This design comes from an exercise in tuning for small area, a short achievable clock period and few clock cycles per item on the open sky130 flow, not from production work.
The RTL was checked by simulation tests, not by an equivalence proof against the original design.

==> flow/design.v (outline; a module is shown in full before it is edited, if it fits) <==
// module act_requant_pipe: 2297 lines
module act_requant_pipe #(
   parameter int LANES    = 4,
   parameter int IN_W     = 24,
   parameter int OUT_W    = 8,
   parameter int DQ_SHIFT = 13,
   parameter int RQ_SHIFT = 8,
   parameter int LEN_W    = 16
) (
   input  logic                clk,
   input  logic                rst,
   input  logic                start,
   input  logic [1:0]          cfg_mode,
   input  logic [IN_W-1:0]     cfg_bias,
   input  logic [7:0]          cfg_dq_scale,
   input  logic [7:0]          cfg_rq_scale,
   input  logic [LEN_W-1:0]    cfg_len,
   input  logic                in_valid,
   output logic                in_ready,
   input  logic [LANES*IN_W-1:0] in_data,
   output logic                out_valid,
   input  logic                out_ready,
   output logic [LANES*OUT_W-1:0] out_data,
   output logic                out_last,
   output logic                busy,
   output logic                done,
   output logic [15:0]         sat_cnt
);
  // ...
==> flow/run.sh <==
#!/bin/bash
# synth_recipe.tcl (not shown) runs the flow's synth.tcl, then flattens the netlist and writes it again
# the make line also repeats each setting of config.mk as NAME=value (left out here)
make -C /OpenROAD-flow-scripts/flow DESIGN_CONFIG=/design/flow/config.mk WORK_HOME=/design/flow/orfs CLKGATE_MAP_FILE= SYNTH_SCRIPT=/design/flow/synth_recipe.tcl finish
==> flow/config.mk <==
export PLATFORM = sky130hd
export DESIGN_NAME = act_requant_pipe
export DESIGN_NICKNAME = act_requant_pipe
export VERILOG_FILES = /design/flow/design.v
export SDC_FILE = /design/flow/constraint.sdc
export NUM_CORES = 4
export LEC_CHECK = 0
export CAP_MARGIN = 20
export CORE_MARGIN = 2
export CORE_UTILIZATION = 40
export SETUP_SLACK_MARGIN = 5
export SLEW_MARGIN = 20
==> flow/constraint.sdc <==
create_clock -name core_clock -period 13.0 [get_ports {clk}]
set_input_delay 2.6000 -clock core_clock [delete_from_list [all_inputs] [get_ports {clk}]]
set_output_delay 2.6000 -clock core_clock [all_outputs]
set_load 0.01 [all_outputs]
==> notes.md, run 1 <==
- The count of buffer and inverter cells on the critical path is 2.
- The number of cells on the worst reg-to-reg path is 20.
- The worst register-to-register path ends at g_lane[2].s2_d[19]$_DFFE_PN_.
- The minimum setup slack after placement is approximately 5.8 ns.
- The clock latency of the later-clocked register in the worst-skew pair is 0.72 ns.
- The first-pass GRT wire length is 304000 um.
- Counting instances in the post-synthesis netlist gives the leading cell types as sky130_fd_sc_hd__inv_1 (1238), sky130_fd_sc_hd__fa_1 (846), sky130_fd_sc_hd__ha_1 (761), sky130_fd_sc_hd__a22oi_1 (636), sky130_fd_sc_hd__xor2_1 (624).
- 212 I/O pins were placed.
- The via count of the first global-routing pass is 56464.
- The final non-filler cell total is 10325.
- The library cell used most frequently in the layout, excluding fill and tap cells, is sky130_fd_sc_hd__inv_1.
- After detailed routing, the met3 layer carries 8900 um of wire.
- The largest net degree at the start of global routing is 162.
- The worst hold path was traced through 0 stages.
- Tap insertion was completed with 2542 tapcells.
- The dominant cell type by count on the critical path is sky130_fd_sc_hd__ha_1.
- The half-perimeter wire length after placement is ~140000 um.
- The count of buffers added on input and output ports is 211.
- The relative area of non-clock buffer cells in the final design is between 3 and 4%.
- Wire segments on met2 add up to 86400 um in the final route.
- The run finished with no timing, DRC or antenna violations.
- The multi-input combinational cells in the finished layout cover a total of 52300 um^2.
- Traced cell by cell, the critical path runs through or2_2 > fa_1 > ha_1 > ha_1 > nand2_1 > inv_1 > ha_1 > a21o_1 > a21oi_1 > and3b_1 > and3_1 > nor2b_1 > and3_1 > nand3_1 > o21a_1 > clkdlybuf4s50_1.
- In this run, post-CTS repair resized a total of 0 instances.
- The floorplan has 162 rows.
- The count of endpoints failing hold in the final timing report came to 0.
- The core area is 195000 um^2.
- Of the synthesized area, sequential elements account for 24.9%.
- The layer flagged by global routing as most heavily used is met2.
- Routability-driven placement finished with a final weighted congestion of 0.874.
- After clock tree synthesis, the clock-pin slew on the worst setup and hold paths is 0.06 ns.
- The total clock buffers created by CTS is 81.
- In the final layout, flip-flops and latches take up 22.9% of the cell area.
- The synthesized net count is 9609.
- The clock tree synthesis step divided the H-tree into 3 levels.
Testbench counts, summed over its fixed seeds: cycles 14,501, beats 13,349.
==> run 2, diff against run 1 <==
--- a/flow/design.v
+++ b/flow/design.v
@@ -29,47 +29,48 @@
    localparam int P_W = X_W + 8;            
    localparam int D_W = P_W - DQ_SHIFT;     
    localparam int Y_W = 17;                 
    localparam int Q_W = Y_W + 8;            
    logic                   busy_r, done_r, rem_nz;
    logic [LEN_W-1:0]       in_rem;
    logic [1:0]             mode;
    logic [IN_W-1:0]        bias_r;
-   logic [12:0]            dq_b, rq_b;      
-   logic                   v1, v2, v3, v4, v5, l1, l2, l3, l4, l5, o_v, o_l, s_v, s_l;
-   logic                   en, acc, in_fire, in_last, pop, push;
+   logic [12:0]            rq_b;            
+   logic                   v1, v2, v3, v4, v5, l1, l2, l3, l4, l5, o_v, o_l;
+   logic                   en, acc, in_fire, in_last, pop;
    logic [IN_W-1:0]        bias_e;
-   logic [LANES*10-1:0]    r_c, o_d, s_d;
-   logic [LANES-1:0]       o_sat;
+   logic [LANES*10-1:0]    r_c, o_d;
    function automatic logic [12:0] booth8(input logic [7:0] b);
       logic [9:0] e;
       logic [3:0] one, two, neg;
       e = {1'b0, b, 1'b0};
       for (int i = 0; i < 4; i++) begin
          one[i] = e[2*i+1] ^ e[2*i];
          two[i] = (e[2*i+2] & ~e[2*i+1] & ~e[2*i]) | (~e[2*i+2] & e[2*i+1] & e[2*i]);
          neg[i] = e[2*i+2];
       end
       booth8 = {b[7], neg, two, one};
    endfunction
-   assign en = !s_v;
+   assign en = !o_v || out_ready;
    assign acc = busy_r ? rem_nz : start;
    assign in_ready = en && (!busy_r || rem_nz);
    assign in_fire = in_valid && en && acc;
    assign in_last = busy_r ? in_rem == LEN_W'(1) : cfg_len == LEN_W'(1);
    assign bias_e = busy_r ? bias_r : cfg_bias;
    assign pop = o_v && out_ready;
-   assign push = en && v5;
    assign out_valid = o_v;
    assign out_last = o_l;
    assign busy = busy_r;
    assign done = done_r || (pop && o_l);
    for (genvar i = 0; i < LANES; i++) begin : g_lane
       logic [X_W-1:0] s1_x;
+      localparam logic [12:0] DQ_INV = i >= LANES / 2 ? '1 : '0;
+      logic [12:0]    dq_r;
+      wire [12:0]     dq_l = dq_r ^ DQ_INV;
       logic [D_W-1:0] s2_d;
       logic [21:0]    s3_w;
       logic [1:0]     s3_sel;
       logic [Y_W-1:0] s4_y;
       logic [16:0]    s5_a, s5_b;
       logic           s5_c;
       wire [IN_W-1:0] xin = in_data[i*IN_W +: IN_W];
       wire n_1 = xin[0] & bias_e[0];
@@ -329,147 +330,147 @@
       assign xb[17] = n_229;
       assign xb[18] = n_230;
       assign xb[19] = n_231;
       assign xb[20] = n_232;
       assign xb[21] = n_233;
       assign xb[22] = n_234;
       assign xb[23] = n_235;
       assign xb[24] = n_236;
-      wire n_237 = (dq_b[0] & s1_x[0]) ^ dq_b[8];
-      wire n_238 = ((dq_b[0] & s1_x[1]) | (dq_b[4] & s1_x[0])) ^ dq_b[8];
-      wire n_239 = ((dq_b[0] & s1_x[2]) | (dq_b[4] & s1_x[1])) ^ dq_b[8];
-      wire n_240 = ((dq_b[0] & s1_x[3]) | (dq_b[4] & s1_x[2])) ^ dq_b[8];
-      wire n_241 = ((dq_b[0] & s1_x[4]) | (dq_b[4] & s1_x[3])) ^ dq_b[8];
-      wire n_242 = ((dq_b[0] & s1_x[5]) | (dq_b[4] & s1_x[4])) ^ dq_b[8];
-      wire n_243 = ((dq_b[0] & s1_x[6]) | (dq_b[4] & s1_x[5])) ^ dq_b[8];
-      wire n_244 = ((dq_b[0] & s1_x[7]) | (dq_b[4] & s1_x[6])) ^ dq_b[8];
-      wire n_245 = ((dq_b[0] & s1_x[8]) | (dq_b[4] & s1_x[7])) ^ dq_b[8];
-      wire n_246 = ((dq_b[0] & s1_x[9]) | (dq_b[4] & s1_x[8])) ^ dq_b[8];
-      wire n_247 = ((dq_b[0] & s1_x[10]) | (dq_b[4] & s1_x[9])) ^ dq_b[8];
-      wire n_248 = ((dq_b[0] & s1_x[11]) | (dq_b[4] & s1_x[10])) ^ dq_b[8];
-      wire n_249 = ((dq_b[0] & s1_x[12]) | (dq_b[4] & s1_x[11])) ^ dq_b[8];
-      wire n_250 = ((dq_b[0] & s1_x[13]) | (dq_b[4] & s1_x[12])) ^ dq_b[8];
-      wire n_251 = ((dq_b[0] & s1_x[14]) | (dq_b[4] & s1_x[13])) ^ dq_b[8];
-      wire n_252 = ((dq_b[0] & s1_x[15]) | (dq_b[4] & s1_x[14])) ^ dq_b[8];
-      wire n_253 = ((dq_b[0] & s1_x[16]) | (dq_b[4] & s1_x[15])) ^ dq_b[8];
-      wire n_254 = ((dq_b[0] & s1_x[17]) | (dq_b[4] & s1_x[16])) ^ dq_b[8];
-      wire n_255 = ((dq_b[0] & s1_x[18]) | (dq_b[4] & s1_x[17])) ^ dq_b[8];
-      wire n_256 = ((dq_b[0] & s1_x[19]) | (dq_b[4] & s1_x[18])) ^ dq_b[8];
-      wire n_257 = ((dq_b[0] & s1_x[20]) | (dq_b[4] & s1_x[19])) ^ dq_b[8];
-      wire n_258 = ((dq_b[0] & s1_x[21]) | (dq_b[4] & s1_x[20])) ^ dq_b[8];
-      wire n_259 = ((dq_b[0] & s1_x[22]) | (dq_b[4] & s1_x[21])) ^ dq_b[8];
-      wire n_260 = ((dq_b[0] & s1_x[23]) | (dq_b[4] & s1_x[22])) ^ dq_b[8];
-      wire n_261 = ((dq_b[0] & s1_x[24]) | (dq_b[4] & s1_x[23])) ^ dq_b[8];
-      wire n_262 = ~(((dq_b[0] & s1_x[24]) | (dq_b[4] & s1_x[24])) ^ dq_b[8]);
-      wire n_263 = (dq_b[1] & s1_x[0]) ^ dq_b[9];
-      wire n_264 = ((dq_b[1] & s1_x[1]) | (dq_b[5] & s1_x[0])) ^ dq_b[9];
-      wire n_265 = ((dq_b[1] & s1_x[2]) | (dq_b[5] & s1_x[1])) ^ dq_b[9];
-      wire n_266 = ((dq_b[1] & s1_x[3]) | (dq_b[5] & s1_x[2])) ^ dq_b[9];
-      wire n_267 = ((dq_b[1] & s1_x[4]) | (dq_b[5] & s1_x[3])) ^ dq_b[9];
-      wire n_268 = ((dq_b[1] & s1_x[5]) | (dq_b[5] & s1_x[4])) ^ dq_b[9];
-      wire n_269 = ((dq_b[1] & s1_x[6]) | (dq_b[5] & s1_x[5])) ^ dq_b[9];
-      wire n_270 = ((dq_b[1] & s1_x[7]) | (dq_b[5] & s1_x[6])) ^ dq_b[9];
-      wire n_271 = ((dq_b[1] & s1_x[8]) | (dq_b[5] & s1_x[7])) ^ dq_b[9];
-      wire n_272 = ((dq_b[1] & s1_x[9]) | (dq_b[5] & s1_x[8])) ^ dq_b[9];
-      wire n_273 = ((dq_b[1] & s1_x[10]) | (dq_b[5] & s1_x[9])) ^ dq_b[9];
-      wire n_274 = ((dq_b[1] & s1_x[11]) | (dq_b[5] & s1_x[10])) ^ dq_b[9];
-      wire n_275 = ((dq_b[1] & s1_x[12]) | (dq_b[5] & s1_x[11])) ^ dq_b[9];
-      wire n_276 = ((dq_b[1] & s1_x[13]) | (dq_b[5] & s1_x[12])) ^ dq_b[9];
-      wire n_277 = ((dq_b[1] & s1_x[14]) | (dq_b[5] & s1_x[13])) ^ dq_b[9];
-      wire n_278 = ((dq_b[1] & s1_x[15]) | (dq_b[5] & s1_x[14])) ^ dq_b[9];
-      wire n_279 = ((dq_b[1] & s1_x[16]) | (dq_b[5] & s1_x[15])) ^ dq_b[9];
-      wire n_280 = ((dq_b[1] & s1_x[17]) | (dq_b[5] & s1_x[16])) ^ dq_b[9];
-      wire n_281 = ((dq_b[1] & s1_x[18]) | (dq_b[5] & s1_x[17])) ^ dq_b[9];
-      wire n_282 = ((dq_b[1] & s1_x[19]) | (dq_b[5] & s1_x[18])) ^ dq_b[9];
-      wire n_283 = ((dq_b[1] & s1_x[20]) | (dq_b[5] & s1_x[19])) ^ dq_b[9];
-      wire n_284 = ((dq_b[1] & s1_x[21]) | (dq_b[5] & s1_x[20])) ^ dq_b[9];
-      wire n_285 = ((dq_b[1] & s1_x[22]) | (dq_b[5] & s1_x[21])) ^ dq_b[9];
-      wire n_286 = ((dq_b[1] & s1_x[23]) | (dq_b[5] & s1_x[22])) ^ dq_b[9];
-      wire n_287 = ((dq_b[1] & s1_x[24]) | (dq_b[5] & s1_x[23])) ^ dq_b[9];
-      wire n_288 = ~(((dq_b[1] & s1_x[24]) | (dq_b[5] & s1_x[24])) ^ dq_b[9]);
-      wire n_289 = (dq_b[2] & s1_x[0]) ^ dq_b[10];
-      wire n_290 = ((dq_b[2] & s1_x[1]) | (dq_b[6] & s1_x[0])) ^ dq_b[10];
-      wire n_291 = ((dq_b[2] & s1_x[2]) | (dq_b[6] & s1_x[1])) ^ dq_b[10];
-      wire n_292 = ((dq_b[2] & s1_x[3]) | (dq_b[6] & s1_x[2])) ^ dq_b[10];
-      wire n_293 = ((dq_b[2] & s1_x[4]) | (dq_b[6] & s1_x[3])) ^ dq_b[10];
-      wire n_294 = ((dq_b[2] & s1_x[5]) | (dq_b[6] & s1_x[4])) ^ dq_b[10];
-      wire n_295 = ((dq_b[2] & s1_x[6]) | (dq_b[6] & s1_x[5])) ^ dq_b[10];
-      wire n_296 = ((dq_b[2] & s1_x[7]) | (dq_b[6] & s1_x[6])) ^ dq_b[10];
-      wire n_297 = ((dq_b[2] & s1_x[8]) | (dq_b[6] & s1_x[7])) ^ dq_b[10];
-      wire n_298 = ((dq_b[2] & s1_x[9]) | (dq_b[6] & s1_x[8])) ^ dq_b[10];
-      wire n_299 = ((dq_b[2] & s1_x[10]) | (dq_b[6] & s1_x[9])) ^ dq_b[10];
-      wire n_300 = ((dq_b[2] & s1_x[11]) | (dq_b[6] & s1_x[10])) ^ dq_b[10];
-      wire n_301 = ((dq_b[2] & s1_x[12]) | (dq_b[6] & s1_x[11])) ^ dq_b[10];
-      wire n_302 = ((dq_b[2] & s1_x[13]) | (dq_b[6] & s1_x[12])) ^ dq_b[10];
-      wire n_303 = ((dq_b[2] & s1_x[14]) | (dq_b[6] & s1_x[13])) ^ dq_b[10];
-      wire n_304 = ((dq_b[2] & s1_x[15]) | (dq_b[6] & s1_x[14])) ^ dq_b[10];
-      wire n_305 = ((dq_b[2] & s1_x[16]) | (dq_b[6] & s1_x[15])) ^ dq_b[10];
-      wire n_306 = ((dq_b[2] & s1_x[17]) | (dq_b[6] & s1_x[16])) ^ dq_b[10];
-      wire n_307 = ((dq_b[2] & s1_x[18]) | (dq_b[6] & s1_x[17])) ^ dq_b[10];
-      wire n_308 = ((dq_b[2] & s1_x[19]) | (dq_b[6] & s1_x[18])) ^ dq_b[10];
-      wire n_309 = ((dq_b[2] & s1_x[20]) | (dq_b[6] & s1_x[19])) ^ dq_b[10];
-      wire n_310 = ((dq_b[2] & s1_x[21]) | (dq_b[6] & s1_x[20])) ^ dq_b[10];
-      wire n_311 = ((dq_b[2] & s1_x[22]) | (dq_b[6] & s1_x[21])) ^ dq_b[10];
-      wire n_312 = ((dq_b[2] & s1_x[23]) | (dq_b[6] & s1_x[22])) ^ dq_b[10];
-      wire n_313 = ((dq_b[2] & s1_x[24]) | (dq_b[6] & s1_x[23])) ^ dq_b[10];
-      wire n_314 = ~(((dq_b[2] & s1_x[24]) | (dq_b[6] & s1_x[24])) ^ dq_b[10]);
-      wire n_315 = (dq_b[3] & s1_x[0]) ^ dq_b[11];
-      wire n_316 = ((dq_b[3] & s1_x[1]) | (dq_b[7] & s1_x[0])) ^ dq_b[11];
-      wire n_317 = ((dq_b[3] & s1_x[2]) | (dq_b[7] & s1_x[1])) ^ dq_b[11];
-      wire n_318 = ((dq_b[3] & s1_x[3]) | (dq_b[7] & s1_x[2])) ^ dq_b[11];
-      wire n_319 = ((dq_b[3] & s1_x[4]) | (dq_b[7] & s1_x[3])) ^ dq_b[11];
-      wire n_320 = ((dq_b[3] & s1_x[5]) | (dq_b[7] & s1_x[4])) ^ dq_b[11];
-      wire n_321 = ((dq_b[3] & s1_x[6]) | (dq_b[7] & s1_x[5])) ^ dq_b[11];
-      wire n_322 = ((dq_b[3] & s1_x[7]) | (dq_b[7] & s1_x[6])) ^ dq_b[11];
-      wire n_323 = ((dq_b[3] & s1_x[8]) | (dq_b[7] & s1_x[7])) ^ dq_b[11];
-      wire n_324 = ((dq_b[3] & s1_x[9]) | (dq_b[7] & s1_x[8])) ^ dq_b[11];
-      wire n_325 = ((dq_b[3] & s1_x[10]) | (dq_b[7] & s1_x[9])) ^ dq_b[11];
-      wire n_326 = ((dq_b[3] & s1_x[11]) | (dq_b[7] & s1_x[10])) ^ dq_b[11];
-      wire n_327 = ((dq_b[3] & s1_x[12]) | (dq_b[7] & s1_x[11])) ^ dq_b[11];
-      wire n_328 = ((dq_b[3] & s1_x[13]) | (dq_b[7] & s1_x[12])) ^ dq_b[11];
-      wire n_329 = ((dq_b[3] & s1_x[14]) | (dq_b[7] & s1_x[13])) ^ dq_b[11];
-      wire n_330 = ((dq_b[3] & s1_x[15]) | (dq_b[7] & s1_x[14])) ^ dq_b[11];
-      wire n_331 = ((dq_b[3] & s1_x[16]) | (dq_b[7] & s1_x[15])) ^ dq_b[11];
-      wire n_332 = ((dq_b[3] & s1_x[17]) | (dq_b[7] & s1_x[16])) ^ dq_b[11];
-      wire n_333 = ((dq_b[3] & s1_x[18]) | (dq_b[7] & s1_x[17])) ^ dq_b[11];
-      wire n_334 = ((dq_b[3] & s1_x[19]) | (dq_b[7] & s1_x[18])) ^ dq_b[11];
-      wire n_335 = ((dq_b[3] & s1_x[20]) | (dq_b[7] & s1_x[19])) ^ dq_b[11];
-      wire n_336 = ((dq_b[3] & s1_x[21]) | (dq_b[7] & s1_x[20])) ^ dq_b[11];
-      wire n_337 = ((dq_b[3] & s1_x[22]) | (dq_b[7] & s1_x[21])) ^ dq_b[11];
-      wire n_338 = ((dq_b[3] & s1_x[23]) | (dq_b[7] & s1_x[22])) ^ dq_b[11];
-      wire n_339 = ((dq_b[3] & s1_x[24]) | (dq_b[7] & s1_x[23])) ^ dq_b[11];
-      wire n_340 = ~(((dq_b[3] & s1_x[24]) | (dq_b[7] & s1_x[24])) ^ dq_b[11]);
-      wire n_341 = dq_b[12] & s1_x[0];
-      wire n_342 = dq_b[12] & s1_x[1];
-      wire n_343 = dq_b[12] & s1_x[2];
-      wire n_344 = dq_b[12] & s1_x[3];
-      wire n_345 = dq_b[12] & s1_x[4];
-      wire n_346 = dq_b[12] & s1_x[5];
-      wire n_347 = dq_b[12] & s1_x[6];
-      wire n_348 = dq_b[12] & s1_x[7];
-      wire n_349 = dq_b[12] & s1_x[8];
-      wire n_350 = dq_b[12] & s1_x[9];
-      wire n_351 = dq_b[12] & s1_x[10];
-      wire n_352 = dq_b[12] & s1_x[11];
-      wire n_353 = dq_b[12] & s1_x[12];
-      wire n_354 = dq_b[12] & s1_x[13];
-      wire n_355 = dq_b[12] & s1_x[14];
-      wire n_356 = dq_b[12] & s1_x[15];
-      wire n_357 = dq_b[12] & s1_x[16];
-      wire n_358 = dq_b[12] & s1_x[17];
-      wire n_359 = dq_b[12] & s1_x[18];
-      wire n_360 = dq_b[12] & s1_x[19];
-      wire n_361 = dq_b[12] & s1_x[20];
-      wire n_362 = dq_b[12] & s1_x[21];
-      wire n_363 = dq_b[12] & s1_x[22];
-      wire n_364 = dq_b[12] & s1_x[23];
-      wire n_365 = dq_b[12] & s1_x[24];
-      wire n_366 = dq_b[11] ^ n_243;
-      wire n_367 = dq_b[11] & n_243;
+      wire n_237 = (dq_l[0] & s1_x[0]) ^ dq_l[8];
+      wire n_238 = ((dq_l[0] & s1_x[1]) | (dq_l[4] & s1_x[0])) ^ dq_l[8];
+      wire n_239 = ((dq_l[0] & s1_x[2]) | (dq_l[4] & s1_x[1])) ^ dq_l[8];
+      wire n_240 = ((dq_l[0] & s1_x[3]) | (dq_l[4] & s1_x[2])) ^ dq_l[8];
+      wire n_241 = ((dq_l[0] & s1_x[4]) | (dq_l[4] & s1_x[3])) ^ dq_l[8];
+      wire n_242 = ((dq_l[0] & s1_x[5]) | (dq_l[4] & s1_x[4])) ^ dq_l[8];
+      wire n_243 = ((dq_l[0] & s1_x[6]) | (dq_l[4] & s1_x[5])) ^ dq_l[8];
+      wire n_244 = ((dq_l[0] & s1_x[7]) | (dq_l[4] & s1_x[6])) ^ dq_l[8];
+      wire n_245 = ((dq_l[0] & s1_x[8]) | (dq_l[4] & s1_x[7])) ^ dq_l[8];
+      wire n_246 = ((dq_l[0] & s1_x[9]) | (dq_l[4] & s1_x[8])) ^ dq_l[8];
+      wire n_247 = ((dq_l[0] & s1_x[10]) | (dq_l[4] & s1_x[9])) ^ dq_l[8];
+      wire n_248 = ((dq_l[0] & s1_x[11]) | (dq_l[4] & s1_x[10])) ^ dq_l[8];
+      wire n_249 = ((dq_l[0] & s1_x[12]) | (dq_l[4] & s1_x[11])) ^ dq_l[8];
+      wire n_250 = ((dq_l[0] & s1_x[13]) | (dq_l[4] & s1_x[12])) ^ dq_l[8];
+      wire n_251 = ((dq_l[0] & s1_x[14]) | (dq_l[4] & s1_x[13])) ^ dq_l[8];
+      wire n_252 = ((dq_l[0] & s1_x[15]) | (dq_l[4] & s1_x[14])) ^ dq_l[8];
+      wire n_253 = ((dq_l[0] & s1_x[16]) | (dq_l[4] & s1_x[15])) ^ dq_l[8];
+      wire n_254 = ((dq_l[0] & s1_x[17]) | (dq_l[4] & s1_x[16])) ^ dq_l[8];
+      wire n_255 = ((dq_l[0] & s1_x[18]) | (dq_l[4] & s1_x[17])) ^ dq_l[8];
+      wire n_256 = ((dq_l[0] & s1_x[19]) | (dq_l[4] & s1_x[18])) ^ dq_l[8];
+      wire n_257 = ((dq_l[0] & s1_x[20]) | (dq_l[4] & s1_x[19])) ^ dq_l[8];
+      wire n_258 = ((dq_l[0] & s1_x[21]) | (dq_l[4] & s1_x[20])) ^ dq_l[8];
+      wire n_259 = ((dq_l[0] & s1_x[22]) | (dq_l[4] & s1_x[21])) ^ dq_l[8];
+      wire n_260 = ((dq_l[0] & s1_x[23]) | (dq_l[4] & s1_x[22])) ^ dq_l[8];
+      wire n_261 = ((dq_l[0] & s1_x[24]) | (dq_l[4] & s1_x[23])) ^ dq_l[8];
+      wire n_262 = ~(((dq_l[0] & s1_x[24]) | (dq_l[4] & s1_x[24])) ^ dq_l[8]);
+      wire n_263 = (dq_l[1] & s1_x[0]) ^ dq_l[9];
+      wire n_264 = ((dq_l[1] & s1_x[1]) | (dq_l[5] & s1_x[0])) ^ dq_l[9];
+      wire n_265 = ((dq_l[1] & s1_x[2]) | (dq_l[5] & s1_x[1])) ^ dq_l[9];
+      wire n_266 = ((dq_l[1] & s1_x[3]) | (dq_l[5] & s1_x[2])) ^ dq_l[9];
+      wire n_267 = ((dq_l[1] & s1_x[4]) | (dq_l[5] & s1_x[3])) ^ dq_l[9];
+      wire n_268 = ((dq_l[1] & s1_x[5]) | (dq_l[5] & s1_x[4])) ^ dq_l[9];
+      wire n_269 = ((dq_l[1] & s1_x[6]) | (dq_l[5] & s1_x[5])) ^ dq_l[9];
+      wire n_270 = ((dq_l[1] & s1_x[7]) | (dq_l[5] & s1_x[6])) ^ dq_l[9];
+      wire n_271 = ((dq_l[1] & s1_x[8]) | (dq_l[5] & s1_x[7])) ^ dq_l[9];
+      wire n_272 = ((dq_l[1] & s1_x[9]) | (dq_l[5] & s1_x[8])) ^ dq_l[9];
+      wire n_273 = ((dq_l[1] & s1_x[10]) | (dq_l[5] & s1_x[9])) ^ dq_l[9];
+      wire n_274 = ((dq_l[1] & s1_x[11]) | (dq_l[5] & s1_x[10])) ^ dq_l[9];
+      wire n_275 = ((dq_l[1] & s1_x[12]) | (dq_l[5] & s1_x[11])) ^ dq_l[9];
+      wire n_276 = ((dq_l[1] & s1_x[13]) | (dq_l[5] & s1_x[12])) ^ dq_l[9];
+      wire n_277 = ((dq_l[1] & s1_x[14]) | (dq_l[5] & s1_x[13])) ^ dq_l[9];
+      wire n_278 = ((dq_l[1] & s1_x[15]) | (dq_l[5] & s1_x[14])) ^ dq_l[9];
+      wire n_279 = ((dq_l[1] & s1_x[16]) | (dq_l[5] & s1_x[15])) ^ dq_l[9];
+      wire n_280 = ((dq_l[1] & s1_x[17]) | (dq_l[5] & s1_x[16])) ^ dq_l[9];
+      wire n_281 = ((dq_l[1] & s1_x[18]) | (dq_l[5] & s1_x[17])) ^ dq_l[9];
+      wire n_282 = ((dq_l[1] & s1_x[19]) | (dq_l[5] & s1_x[18])) ^ dq_l[9];
+      wire n_283 = ((dq_l[1] & s1_x[20]) | (dq_l[5] & s1_x[19])) ^ dq_l[9];
+      wire n_284 = ((dq_l[1] & s1_x[21]) | (dq_l[5] & s1_x[20])) ^ dq_l[9];
+      wire n_285 = ((dq_l[1] & s1_x[22]) | (dq_l[5] & s1_x[21])) ^ dq_l[9];
+      wire n_286 = ((dq_l[1] & s1_x[23]) | (dq_l[5] & s1_x[22])) ^ dq_l[9];
+      wire n_287 = ((dq_l[1] & s1_x[24]) | (dq_l[5] & s1_x[23])) ^ dq_l[9];
+      wire n_288 = ~(((dq_l[1] & s1_x[24]) | (dq_l[5] & s1_x[24])) ^ dq_l[9]);
+      wire n_289 = (dq_l[2] & s1_x[0]) ^ dq_l[10];
+      wire n_290 = ((dq_l[2] & s1_x[1]) | (dq_l[6] & s1_x[0])) ^ dq_l[10];
+      wire n_291 = ((dq_l[2] & s1_x[2]) | (dq_l[6] & s1_x[1])) ^ dq_l[10];
+      wire n_292 = ((dq_l[2] & s1_x[3]) | (dq_l[6] & s1_x[2])) ^ dq_l[10];
+      wire n_293 = ((dq_l[2] & s1_x[4]) | (dq_l[6] & s1_x[3])) ^ dq_l[10];
+      wire n_294 = ((dq_l[2] & s1_x[5]) | (dq_l[6] & s1_x[4])) ^ dq_l[10];
+      wire n_295 = ((dq_l[2] & s1_x[6]) | (dq_l[6] & s1_x[5])) ^ dq_l[10];
+      wire n_296 = ((dq_l[2] & s1_x[7]) | (dq_l[6] & s1_x[6])) ^ dq_l[10];
+      wire n_297 = ((dq_l[2] & s1_x[8]) | (dq_l[6] & s1_x[7])) ^ dq_l[10];
+      wire n_298 = ((dq_l[2] & s1_x[9]) | (dq_l[6] & s1_x[8])) ^ dq_l[10];
+      wire n_299 = ((dq_l[2] & s1_x[10]) | (dq_l[6] & s1_x[9])) ^ dq_l[10];
+      wire n_300 = ((dq_l[2] & s1_x[11]) | (dq_l[6] & s1_x[10])) ^ dq_l[10];
+      wire n_301 = ((dq_l[2] & s1_x[12]) | (dq_l[6] & s1_x[11])) ^ dq_l[10];
+      wire n_302 = ((dq_l[2] & s1_x[13]) | (dq_l[6] & s1_x[12])) ^ dq_l[10];
+      wire n_303 = ((dq_l[2] & s1_x[14]) | (dq_l[6] & s1_x[13])) ^ dq_l[10];
+      wire n_304 = ((dq_l[2] & s1_x[15]) | (dq_l[6] & s1_x[14])) ^ dq_l[10];
+      wire n_305 = ((dq_l[2] & s1_x[16]) | (dq_l[6] & s1_x[15])) ^ dq_l[10];
+      wire n_306 = ((dq_l[2] & s1_x[17]) | (dq_l[6] & s1_x[16])) ^ dq_l[10];
+      wire n_307 = ((dq_l[2] & s1_x[18]) | (dq_l[6] & s1_x[17])) ^ dq_l[10];
+      wire n_308 = ((dq_l[2] & s1_x[19]) | (dq_l[6] & s1_x[18])) ^ dq_l[10];
+      wire n_309 = ((dq_l[2] & s1_x[20]) | (dq_l[6] & s1_x[19])) ^ dq_l[10];
+      wire n_310 = ((dq_l[2] & s1_x[21]) | (dq_l[6] & s1_x[20])) ^ dq_l[10];
+      wire n_311 = ((dq_l[2] & s1_x[22]) | (dq_l[6] & s1_x[21])) ^ dq_l[10];
+      wire n_312 = ((dq_l[2] & s1_x[23]) | (dq_l[6] & s1_x[22])) ^ dq_l[10];
+      wire n_313 = ((dq_l[2] & s1_x[24]) | (dq_l[6] & s1_x[23])) ^ dq_l[10];
+      wire n_314 = ~(((dq_l[2] & s1_x[24]) | (dq_l[6] & s1_x[24])) ^ dq_l[10]);
+      wire n_315 = (dq_l[3] & s1_x[0]) ^ dq_l[11];
+      wire n_316 = ((dq_l[3] & s1_x[1]) | (dq_l[7] & s1_x[0])) ^ dq_l[11];
+      wire n_317 = ((dq_l[3] & s1_x[2]) | (dq_l[7] & s1_x[1])) ^ dq_l[11];
+      wire n_318 = ((dq_l[3] & s1_x[3]) | (dq_l[7] & s1_x[2])) ^ dq_l[11];
+      wire n_319 = ((dq_l[3] & s1_x[4]) | (dq_l[7] & s1_x[3])) ^ dq_l[11];
+      wire n_320 = ((dq_l[3] & s1_x[5]) | (dq_l[7] & s1_x[4])) ^ dq_l[11];
+      wire n_321 = ((dq_l[3] & s1_x[6]) | (dq_l[7] & s1_x[5])) ^ dq_l[11];
+      wire n_322 = ((dq_l[3] & s1_x[7]) | (dq_l[7] & s1_x[6])) ^ dq_l[11];
+      wire n_323 = ((dq_l[3] & s1_x[8]) | (dq_l[7] & s1_x[7])) ^ dq_l[11];
+      wire n_324 = ((dq_l[3] & s1_x[9]) | (dq_l[7] & s1_x[8])) ^ dq_l[11];
+      wire n_325 = ((dq_l[3] & s1_x[10]) | (dq_l[7] & s1_x[9])) ^ dq_l[11];
+      wire n_326 = ((dq_l[3] & s1_x[11]) | (dq_l[7] & s1_x[10])) ^ dq_l[11];
+      wire n_327 = ((dq_l[3] & s1_x[12]) | (dq_l[7] & s1_x[11])) ^ dq_l[11];
+      wire n_328 = ((dq_l[3] & s1_x[13]) | (dq_l[7] & s1_x[12])) ^ dq_l[11];
+      wire n_329 = ((dq_l[3] & s1_x[14]) | (dq_l[7] & s1_x[13])) ^ dq_l[11];
+      wire n_330 = ((dq_l[3] & s1_x[15]) | (dq_l[7] & s1_x[14])) ^ dq_l[11];
+      wire n_331 = ((dq_l[3] & s1_x[16]) | (dq_l[7] & s1_x[15])) ^ dq_l[11];
+      wire n_332 = ((dq_l[3] & s1_x[17]) | (dq_l[7] & s1_x[16])) ^ dq_l[11];
+      wire n_333 = ((dq_l[3] & s1_x[18]) | (dq_l[7] & s1_x[17])) ^ dq_l[11];
+      wire n_334 = ((dq_l[3] & s1_x[19]) | (dq_l[7] & s1_x[18])) ^ dq_l[11];
+      wire n_335 = ((dq_l[3] & s1_x[20]) | (dq_l[7] & s1_x[19])) ^ dq_l[11];
+      wire n_336 = ((dq_l[3] & s1_x[21]) | (dq_l[7] & s1_x[20])) ^ dq_l[11];
+      wire n_337 = ((dq_l[3] & s1_x[22]) | (dq_l[7] & s1_x[21])) ^ dq_l[11];
+      wire n_338 = ((dq_l[3] & s1_x[23]) | (dq_l[7] & s1_x[22])) ^ dq_l[11];
+      wire n_339 = ((dq_l[3] & s1_x[24]) | (dq_l[7] & s1_x[23])) ^ dq_l[11];
+      wire n_340 = ~(((dq_l[3] & s1_x[24]) | (dq_l[7] & s1_x[24])) ^ dq_l[11]);
+      wire n_341 = dq_l[12] & s1_x[0];
+      wire n_342 = dq_l[12] & s1_x[1];
+      wire n_343 = dq_l[12] & s1_x[2];
+      wire n_344 = dq_l[12] & s1_x[3];
+      wire n_345 = dq_l[12] & s1_x[4];
+      wire n_346 = dq_l[12] & s1_x[5];
+      wire n_347 = dq_l[12] & s1_x[6];
+      wire n_348 = dq_l[12] & s1_x[7];
+      wire n_349 = dq_l[12] & s1_x[8];
+      wire n_350 = dq_l[12] & s1_x[9];
+      wire n_351 = dq_l[12] & s1_x[10];
+      wire n_352 = dq_l[12] & s1_x[11];
+      wire n_353 = dq_l[12] & s1_x[12];
+      wire n_354 = dq_l[12] & s1_x[13];
+      wire n_355 = dq_l[12] & s1_x[14];
+      wire n_356 = dq_l[12] & s1_x[15];
+      wire n_357 = dq_l[12] & s1_x[16];
+      wire n_358 = dq_l[12] & s1_x[17];
+      wire n_359 = dq_l[12] & s1_x[18];
+      wire n_360 = dq_l[12] & s1_x[19];
+      wire n_361 = dq_l[12] & s1_x[20];
+      wire n_362 = dq_l[12] & s1_x[21];
+      wire n_363 = dq_l[12] & s1_x[22];
+      wire n_364 = dq_l[12] & s1_x[23];
+      wire n_365 = dq_l[12] & s1_x[24];
+      wire n_366 = dq_l[11] ^ n_243;
+      wire n_367 = dq_l[11] & n_243;
       wire n_368 = n_244 ^ n_268;
       wire n_369 = n_244 & n_268;
       wire n_370 = n_341 ^ n_245 ^ n_269;
       wire n_371 = (n_341 & n_245) | (n_269 & (n_341 ^ n_245));
       wire n_372 = n_342 ^ n_246 ^ n_270;
       wire n_373 = (n_342 & n_246) | (n_270 & (n_342 ^ n_246));
       wire n_374 = n_343 ^ n_247 ^ n_271;
       wire n_375 = (n_343 & n_247) | (n_271 & (n_343 ^ n_247));
@@ -505,18 +506,18 @@
       wire n_405 = ~n_404;
       wire n_406 = n_358 | n_262;
       wire n_407 = n_359 ^ n_287;
       wire n_408 = ~n_407;
       wire n_409 = n_359 | n_287;
       wire n_410 = n_360 ^ n_288;
       wire n_411 = n_360 & n_288;
       wire n_412 = ~n_361;
-      wire n_413 = dq_b[10] ^ n_241;
-      wire n_414 = dq_b[10] & n_241;
+      wire n_413 = dq_l[10] ^ n_241;
+      wire n_414 = dq_l[10] & n_241;
       wire n_415 = n_242 ^ n_266;
       wire n_416 = n_242 & n_266;
       wire n_417 = n_267 ^ n_291 ^ n_315;
       wire n_418 = (n_267 & n_291) | (n_315 & (n_267 ^ n_291));
       wire n_419 = n_292 ^ n_316 ^ n_367;
       wire n_420 = (n_292 & n_316) | (n_367 & (n_292 ^ n_316));
       wire n_421 = n_293 ^ n_317 ^ n_369;
       wire n_422 = (n_293 & n_317) | (n_369 & (n_293 ^ n_317));
@@ -558,18 +559,18 @@
       wire n_458 = (n_311 & n_335) | (n_406 & (n_311 ^ n_335));
       wire n_459 = n_312 ^ n_336 ^ n_409;
       wire n_460 = (n_312 & n_336) | (n_409 & (n_312 ^ n_336));
       wire n_461 = n_412 ^ n_313 ^ n_337;
       wire n_462 = (n_412 & n_313) | (n_337 & (n_412 ^ n_313));
       wire n_463 = n_361 ^ n_362 ^ n_314;
       wire n_464 = (n_361 & n_362) | (n_314 & (n_361 ^ n_362));
       wire n_465 = ~n_363;
-      wire n_466 = dq_b[9] ^ n_239;
-      wire n_467 = dq_b[9] & n_239;
+      wire n_466 = dq_l[9] ^ n_239;
+      wire n_467 = dq_l[9] & n_239;
       wire n_468 = n_240 ^ n_264;
       wire n_469 = n_240 & n_264;
       wire n_470 = n_265 ^ n_289 ^ n_413;
       wire n_471 = (n_265 & n_289) | (n_413 & (n_265 ^ n_289));
       wire n_472 = n_290 ^ n_414 ^ n_415;
       wire n_473 = (n_290 & n_414) | (n_415 & (n_290 ^ n_414));
       wire n_474 = n_416 ^ n_366 ^ n_417;
       wire n_475 = (n_416 & n_366) | (n_417 & (n_416 ^ n_366));
@@ -635,17 +636,17 @@
       wire n_535 = n_520 ^ n_519;
       wire n_536 = n_520 & n_519;
       wire n_537 = n_521 ^ n_522;
       wire n_538 = n_521 & n_522;
       wire n_539 = n_524 ^ n_523;
       wire n_540 = n_524 & n_523;
       wire n_541 = n_526 ^ n_525;
       wire n_542 = n_526 & n_525;
-      wire n_543 = dq_b[8] & n_237;
+      wire n_543 = dq_l[8] & n_237;
       wire n_544 = n_263 & n_466;
       wire n_545 = n_467 & n_468;
       wire n_546 = n_469 & n_470;
       wire n_547 = n_471 & n_472;
       wire n_548 = n_473 & n_474;
       wire n_549 = n_475 & n_476;
       wire n_550 = n_477 & n_478;
       wire n_551 = n_479 & n_480;
@@ -667,17 +668,17 @@
       wire n_567 = n_527 & n_511;
       wire n_568 = n_528 & n_529;
       wire n_569 = n_530 & n_531;
       wire n_570 = n_532 & n_533;
       wire n_571 = n_534 & n_535;
       wire n_572 = n_536 & n_537;
       wire n_573 = n_538 & n_539;
       wire n_574 = n_540 & n_541;
-      wire n_575 = dq_b[8] ^ n_237;
+      wire n_575 = dq_l[8] ^ n_237;
       wire n_576 = n_263 ^ n_466;
       wire n_577 = n_467 ^ n_468;
       wire n_578 = n_469 ^ n_470;
       wire n_579 = n_471 ^ n_472;
       wire n_580 = n_473 ^ n_474;
       wire n_581 = n_475 ^ n_476;
       wire n_582 = n_477 ^ n_478;
       wire n_583 = n_479 ^ n_480;
@@ -2199,19 +2200,19 @@
       assign y_c = s3_sel == 2'd0 ? s3_w[Y_W-1:0]
                  : s3_sel == 2'd3 ? {{(Y_W-11){hs[10]}}, hs}
                  : s3_sel == 2'd2 ? Y_W'(1536) : '0;
       logic shi, slo;
       assign shi = !rs[16] && |rs[15:7];
       assign slo = rs[16] && !(&rs[15:7]);
       assign r_c[i*10 +: 10] = {shi, slo, rs[7:0]};
       wire [9:0] o_r = o_d[i*10 +: 10];
-      assign o_sat[i] = o_r[9] | o_r[8];
       assign out_data[i*OUT_W +: OUT_W] = o_r[9] ? 8'h7f : o_r[8] ? 8'h80 : o_r[7:0];
       always_ff @(posedge clk) begin
+         if (!busy_r && start) dq_r <= booth8(cfg_dq_scale) ^ DQ_INV;
          if (en) begin
             s1_x <= xb;
             s2_d <= d_c;
             s3_w <= sel == 2'd3 ? z_c : 22'(dc);
             s3_sel <= sel;
             s4_y <= y_c;
             s5_a <= q_a;
             s5_b <= q_b;
@@ -2222,76 +2223,60 @@
    always_ff @(posedge clk) begin
       if (en) begin
          l1 <= in_last;
          l2 <= l1;
          l3 <= l2;
          l4 <= l3;
          l5 <= l4;
       end
-      if (push && !(o_v && !pop)) begin
+      if (en) begin
          o_d <= r_c;
          o_l <= l5;
-      end else if (pop && s_v) begin
-         o_d <= s_d;
-         o_l <= s_l;
-      end
-      if (push && o_v && !pop) begin
-         s_d <= r_c;
-         s_l <= l5;
       end
       if (!busy_r && start) begin
          mode <= cfg_mode;
          bias_r <= cfg_bias;
-         dq_b <= booth8(cfg_dq_scale);
          rq_b <= booth8(cfg_rq_scale);
       end
    end
    always_ff @(posedge clk) begin
       if (rst) begin
          busy_r <= 1'b0;
          done_r <= 1'b0;
          rem_nz <= 1'b0;
          in_rem <= '0;
-         {v1, v2, v3, v4, v5, o_v, s_v} <= '0;
+         {v1, v2, v3, v4, v5, o_v} <= '0;
       end else begin
          if (en) begin
             v1 <= in_fire;
             v2 <= v1;
             v3 <= v2;
             v4 <= v3;
             v5 <= v4;
          end
-         if (push) begin
-            if (o_v && !pop) s_v <= 1'b1;
-            else o_v <= 1'b1;
-         end else if (pop) begin
-            if (s_v) s_v <= 1'b0;
-            else o_v <= 1'b0;
-         end
+         if (en) o_v <= v5;
          done_r <= 1'b0;
          if (done) busy_r <= 1'b0;
          if (!busy_r && start) begin
             busy_r <= 1'b1;
             in_rem <= cfg_len - LEN_W'(in_fire);
             rem_nz <= cfg_len > LEN_W'(in_fire);
             if (cfg_len == '0) done_r <= 1'b1;
          end else if (in_fire) begin
             in_rem <= in_rem - 1'b1;
             rem_nz <= in_rem != LEN_W'(1);
          end
       end
    end
    logic [2:0]  n_sat;
-   logic [15:0] sat_acc;
    logic [16:0] sat_sum;
    always_comb begin
       n_sat = '0;
-      for (int i = 0; i < LANES; i++) n_sat = n_sat + 3'(o_sat[i]);
+      for (int i = 0; i < LANES; i++) n_sat = n_sat + 3'(r_c[i*10+9] | r_c[i*10+8]);
    end
-   assign sat_sum = {1'b0, sat_acc} + 17'(o_v ? n_sat : 3'd0);
-   assign sat_cnt = sat_sum[16] ? 16'hFFFF : sat_sum[15:0];
+   assign sat_sum = {1'b0, sat_cnt} + 17'(n_sat);
    always_ff @(posedge clk) begin
-      if (rst) sat_acc <= '0;
-      else if (!busy_r && start) sat_acc <= '0;
-      else if (pop) sat_acc <= sat_cnt;
+      if (rst) sat_cnt <= '0;
+      else if (!busy_r && start) sat_cnt <= '0;
+      else if (en && v5) sat_cnt <= sat_sum[16] ? 16'hFFFF : sat_sum[15:0];
    end
 endmodule
==> run 2 against run 1 <==
  * Still clean
  * Flip-flop and latch count down 30
  * Fmax is 13% higher
  * Largest cell class unchanged
==> notes.md, run 2 <==
- Status: timing/DRC/antenna clean (unchanged).
- The endpoint type of the worst setup path was an output pin (unchanged).
- The final weighted congestion in routability-driven placement was 0.878 (was 0.874).
- The remaining routing DRC violations came to 0 (unchanged).
- The count of endpoints failing hold in the final timing report is 0 (unchanged).
- The Yosys warning count came to 1 (unchanged).
- The number of nets with antenna violations after detailed routing is 0 (unchanged).
- The starting density of the core is 40.3% (was 40.2%).
- The CTS tree is yes (unchanged).
- The final max-slew violation count is 0 (unchanged).
- Commonest cells in the netlist: sky130_fd_sc_hd__inv_1 (1272), sky130_fd_sc_hd__fa_1 (847), sky130_fd_sc_hd__ha_1 (757), sky130_fd_sc_hd__edfxtp_1 (592), sky130_fd_sc_hd__xnor2_1 (533) (was sky130_fd_sc_hd__inv_1 (1238), sky130_fd_sc_hd__fa_1 (846), sky130_fd_sc_hd__ha_1 (761), sky130_fd_sc_hd__a22oi_1 (636), sky130_fd_sc_hd__xor2_1 (624)).
- The core area is 190000 um^2 (was 195000 um^2).
- The largest net degree at the start of global routing was 168 (was 162).
- The half-perimeter wire length after placement is 139000 um (was 137000 um).
- The critical path startpoint category is an input port (was flip-flop).
- The clock latency of the later-clocked register in the worst-skew pair is 0.71 ns (was 0.72 ns).
- The upper clock frequency limit is 148 MHz (was 130 MHz).
- The share of the cycle needed by the critical path after routing came to 52.1% (was 59.0%).
- The number of storage elements in the synthesis netlist is 633 (was 663).
- The synthesized net count was 9466 (was 9609).
- The largest fanout on the critical path is 8 (was 9).
- The dominant register cell in the synthesized netlist is sky130_fd_sc_hd__edfxtp_1 (unchanged).
- The chip height is 442 um (was 446 um).
- The first-pass GRT wire length is 302000 um (was 304000 um).
- The share of async-settable or async-resettable flops after synthesis is 0% (unchanged).
- The start point of the worst min-delay path is l3$_DFFE_PN_ (unchanged).
- The site row count is 160 (was 162).
- The overall die width came to 442 um (was 446 um).
- The number of sinks handled by clock tree synthesis was 633 (was 663).
- The fraction of layout instances using a drive strength above 1 came to 3.76% (was 3.83%).
- Top flop regs: g_lane.s1_x: 100 flops, g_lane.s3_w: 88 flops, g_lane.s2_d: 80 flops (unchanged).
- The classification of the worst-slack hold path is flip-flop to flip-flop (unchanged).
- The worst hold slack after final layout is 0.415 ns (was 0.424 ns).
- The origin of the critical flop-to-flop path was g_lane[2].dq_r[11]$_DFFE_PP_ (was dq_b[5]$_DFFE_PP_).
- The number of DRC markers after the initial detailed-route iteration came to 3569 (was 3378).
- The cell at the root of the clock tree is sky130_fd_sc_hd__clkbuf_16 (unchanged).
- The count of endpoints failing setup in the final report is 0 (unchanged).
- The data arrival at the endpoint of the critical path came to 4.17 ns (was 5.07 ns).
- The final non-filler cell total came to 10218 (was 10325).
- The tightest slew margin relative to the limit came to 23.1% (was 23.4%).
- Most used cells in the layout excluding fill and tap cells: sky130_fd_sc_hd__inv_1 (1270), sky130_fd_sc_hd__fa_1 (847), sky130_fd_sc_hd__ha_1 (757), sky130_fd_sc_hd__edfxtp_1 (592), sky130_fd_sc_hd__xnor2_1 (533) (was sky130_fd_sc_hd__inv_1 (1236), sky130_fd_sc_hd__fa_1 (846), sky130_fd_sc_hd__ha_1 (761), sky130_fd_sc_hd__a22oi_1 (636), sky130_fd_sc_hd__xor2_1 (624)).
- The slew at the pin closest to its max-slew limit came to 1.12 ns (was 1.15 ns).
- The iteration count of the initial detailed-routing pass is 6 (unchanged).
- The total clock buffers created by CTS came to 80 (was 81).
- The end of the worst register-to-register path is g_lane[3].s2_d[19]$_DFFE_PN_ (was g_lane[2].s2_d[19]$_DFFE_PN_).
- The count of buffers from port buffering is 211 (unchanged).
- The proportion of synthesized chip area in sequential cells was 24.3% (was 24.9%).
- The number of hold buffers added after CTS came to 0 (unchanged).
- The deepest clock path buffer count was 3 (unchanged).
- The most instantiated library cell after synthesis is sky130_fd_sc_hd__inv_1 (unchanged).
- The number of synthesized flops with an enable pin is 592 (was 621).
- The sum of overflow across all layers after global routing came to 0 (unchanged).
- The mean area per synthesized cell is 9.94 um^2 (was 9.98 um^2).
- Setup repair after global routing missed its margin: false (unchanged).
- The setup TNS after final layout came to 0 ns (unchanged).
- The post-synthesis instance area was 76600 um^2 (was 78300 um^2).
- The detail-routed net length per standard cell is 18.0 um (was 17.8 um).
- The number of H-tree levels was 3 (unchanged).
- The clock period minus worst slack is 6.77 ns (was 7.67 ns).
- The via count of the first global-routing pass is 55498 (was 56464).
- The number of antenna violations at the first check in global routing is 18 (was 0).
- The top cell type's share of synthesized area is 23.2% (was 23.8%).
- The type of the worst setup path is input port to output pin (was flip-flop to output pin).
- The reported max-cap violation count is 0 (unchanged).
- The area of the die is 195000 um^2 (was 199000 um^2).
- The overall fraction of global-route tracks in use is 19.0% (was 18.6%).
- The worst hold path cell count is 0 (unchanged).
- The number of top-level pins is 212 (unchanged).
- The number of cells on the worst reg-to-reg path came to 20 (unchanged).
- The number of setup buffers added after CTS is 0 (unchanged).
- The top register by number of flip-flops is g_lane.s1_x (unchanged).
- The unique cell type count in the Yosys netlist is 91 (was 77).
- The number of nets at the end of the flow is 9402 (was 9479).
- The cell accounting for the most synthesized area is sky130_fd_sc_hd__edfxtp_1 (unchanged).
- The setup slack of the worst register-to-register path was 6.70 ns (was 6.06 ns).
- The flip-flop count of the largest register, all copies and words added is 100 (unchanged).
- The number of placed instances with taps included was 10067 (was 10172).
- The worst setup slack after layout is 6.23 ns (was 5.33 ns).
- The most common library cell in the layout ignoring fill and taps is sky130_fd_sc_hd__inv_1 (unchanged).
- The total number of vias is 53431 (was 54403).
- The number of resized instances in the post-cts repair step is 0 (unchanged).
- The via density per instance is 5.23 (was 5.27).
- The setup skew after layout is 0.0433 ns (was 0.0361 ns).
- Dominant cells by area after synthesis: sky130_fd_sc_hd__edfxtp_1 (23%), sky130_fd_sc_hd__fa_1 (22%), sky130_fd_sc_hd__ha_1 (12%) (was sky130_fd_sc_hd__edfxtp_1 (24%), sky130_fd_sc_hd__fa_1 (22%), sky130_fd_sc_hd__ha_1 (12%)).
- The clock-pin transition on the worst setup and hold timing paths is 0.06 ns (about the same).
- The data required time at the worst endpoint is 10.40 ns (about the same).
- The post-synthesis to final-layout area growth is 9.03% (was 8.78%).
- The cell count after synthesis is 7703 (was 7843).
- The final routed wirelength across all metal layers is 183000 um (was 184000 um).
- The worst hold path endpoint was l4$_DFFE_PN_ (unchanged).
- The minimum setup slack after placement is 6.23 ns (was 5.75 ns).
==> run 2: changes by cell type in the layout (fill, tap and decap cells not counted), moves of 18 or more <==
cell and delta:
sky130_fd_sc_hd__a22oi_1 -194, sky130_fd_sc_hd__nand2_1 -21, sky130_fd_sc_hd__o22ai_1 +184, sky130_fd_sc_hd__inv_1 +34, sky130_fd_sc_hd__xor2_1 -137, sky130_fd_sc_hd__nor3_1 -42
sky130_fd_sc_hd__xnor2_1 +155, sky130_fd_sc_hd__nor2_1 +18, sky130_fd_sc_hd__edfxtp_1 -29, sky130_fd_sc_hd__and2_1 -22, sky130_fd_sc_hd__o21ai_0 -27, sky130_fd_sc_hd__o21ai_1 +32
sky130_fd_sc_hd__mux2_2 -40
==> run 2: through the flow <==
stage	util (%)	cell area, um^2
after global placement	42.5	80800
after global routing	43.9	83500
final	43.9	83500
after floorplan	-	76600
after CTS	43.9	83500
after detailed placement	42.5	80800
==> run 2: cells by family after synthesis <==
group | Yosys count | synth area share, %
buffers and inverters | 1722 | 8.45
adder cells (fa/ha/maj) | 1604 | 34.5
AO/OA/AOI/OAI | 1513 | 13.6
AND/OR/NAND/NOR | 1178 | 7.06
XOR/XNOR | 1020 | 11.7
flip-flops | 633 | 24.3
multiplexers | 33 | 0.466
==> run 2: critical path: stages <==
cell	delay, ns
sky130_fd_sc_hd__clkdlybuf4s50_1	0.42
sky130_fd_sc_hd__nor2b_1	0.50
sky130_fd_sc_hd__a21oi_1	0.13
sky130_fd_sc_hd__clkdlybuf4s50_1	0.52
==> run 2: area by class of cell <==
| cell class | count | area [um^2] |
|---|---|---|
| antenna | 2 | 5.00 |
| multi-input combinational | 5348 | 51500 |
| fill | 18066 | 107000 |
| clock buffer | 96 | 2130 |
| tap | 2511 | 3140 |
| timing repair buffer | 273 | 2620 |
| sequential | 633 | 18600 |
| clock inverter | 52 | 601 |
| inverter | 1303 | 4900 |
==> run 2: worst max-delay path by stage <==
stage | start | to | slack [ns] | cells after the start
floorplan | out_ready | sat_cnt[10]$_SDFFE_PP0P_ | 1.52 | 8
global placement | out_ready | in_ready | 6.25 | 4
detailed placement | out_ready | in_ready | 6.23 | 4
CTS | out_ready | in_ready | 6.22 | 4
global route | out_ready | in_ready | 6.11 | 4
finish | out_ready | in_ready | 6.23 | 4
==> run 2: routing by layer <==
| layer | vias up | wire, um | track usage [%] |
|---|---|---|---|
| li1 | 25498 | - | - |
| met1 | 26284 | 83900 | 26.5 |
| met2 | 1380 | 85600 | 31.1 |
| met3 | 241 | 9960 | 3.07 |
| met4 | 28 | 3850 | 4.37 |
| met5 | - | 190 | 0 |
Testbench counts of run 2, summed over its fixed seeds: cycles 14,501, beats 13,349.

re-timing with driven ports:
How much do the figures lean on ideal ports? The routed layouts below were timed once more, with nothing changed but the port constraints. Step 1 (the two cells are an assumption about what drives the block):
set clk [get_ports {clk}]
set_driving_cell -lib_cell sky130_fd_sc_hd__clkbuf_16 $clk
set_driving_cell -lib_cell sky130_fd_sc_hd__buf_2 [delete_from_list [all_inputs] $clk]
Step 2, shift: input delay + t, output delay - t, t = (earliest + latest rising clock arrival at the registers) / 2. This alone moves slack from input paths to output paths. Slacks: ideal ports / drivers / drivers and shift; pairs: ideal ports / drivers.
run | t, ns | slack for setup (ns) | latest minus earliest clock arrival (ns) | pins driven straight from the clock port
run 1 | 0.782 | 5.334 / 5.251 / 5.759 | 0.039 / 0.038 | 1
run 2 | 0.783 | 6.233 / 6.212 / 6.212 | 0.052 / 0.052 | 1
After both steps setup and hold are still met in every run listed. For run 2, which loses most, drivers alone change the setup slack by -0.021 ns; drivers and shift together by -0.021 ns.
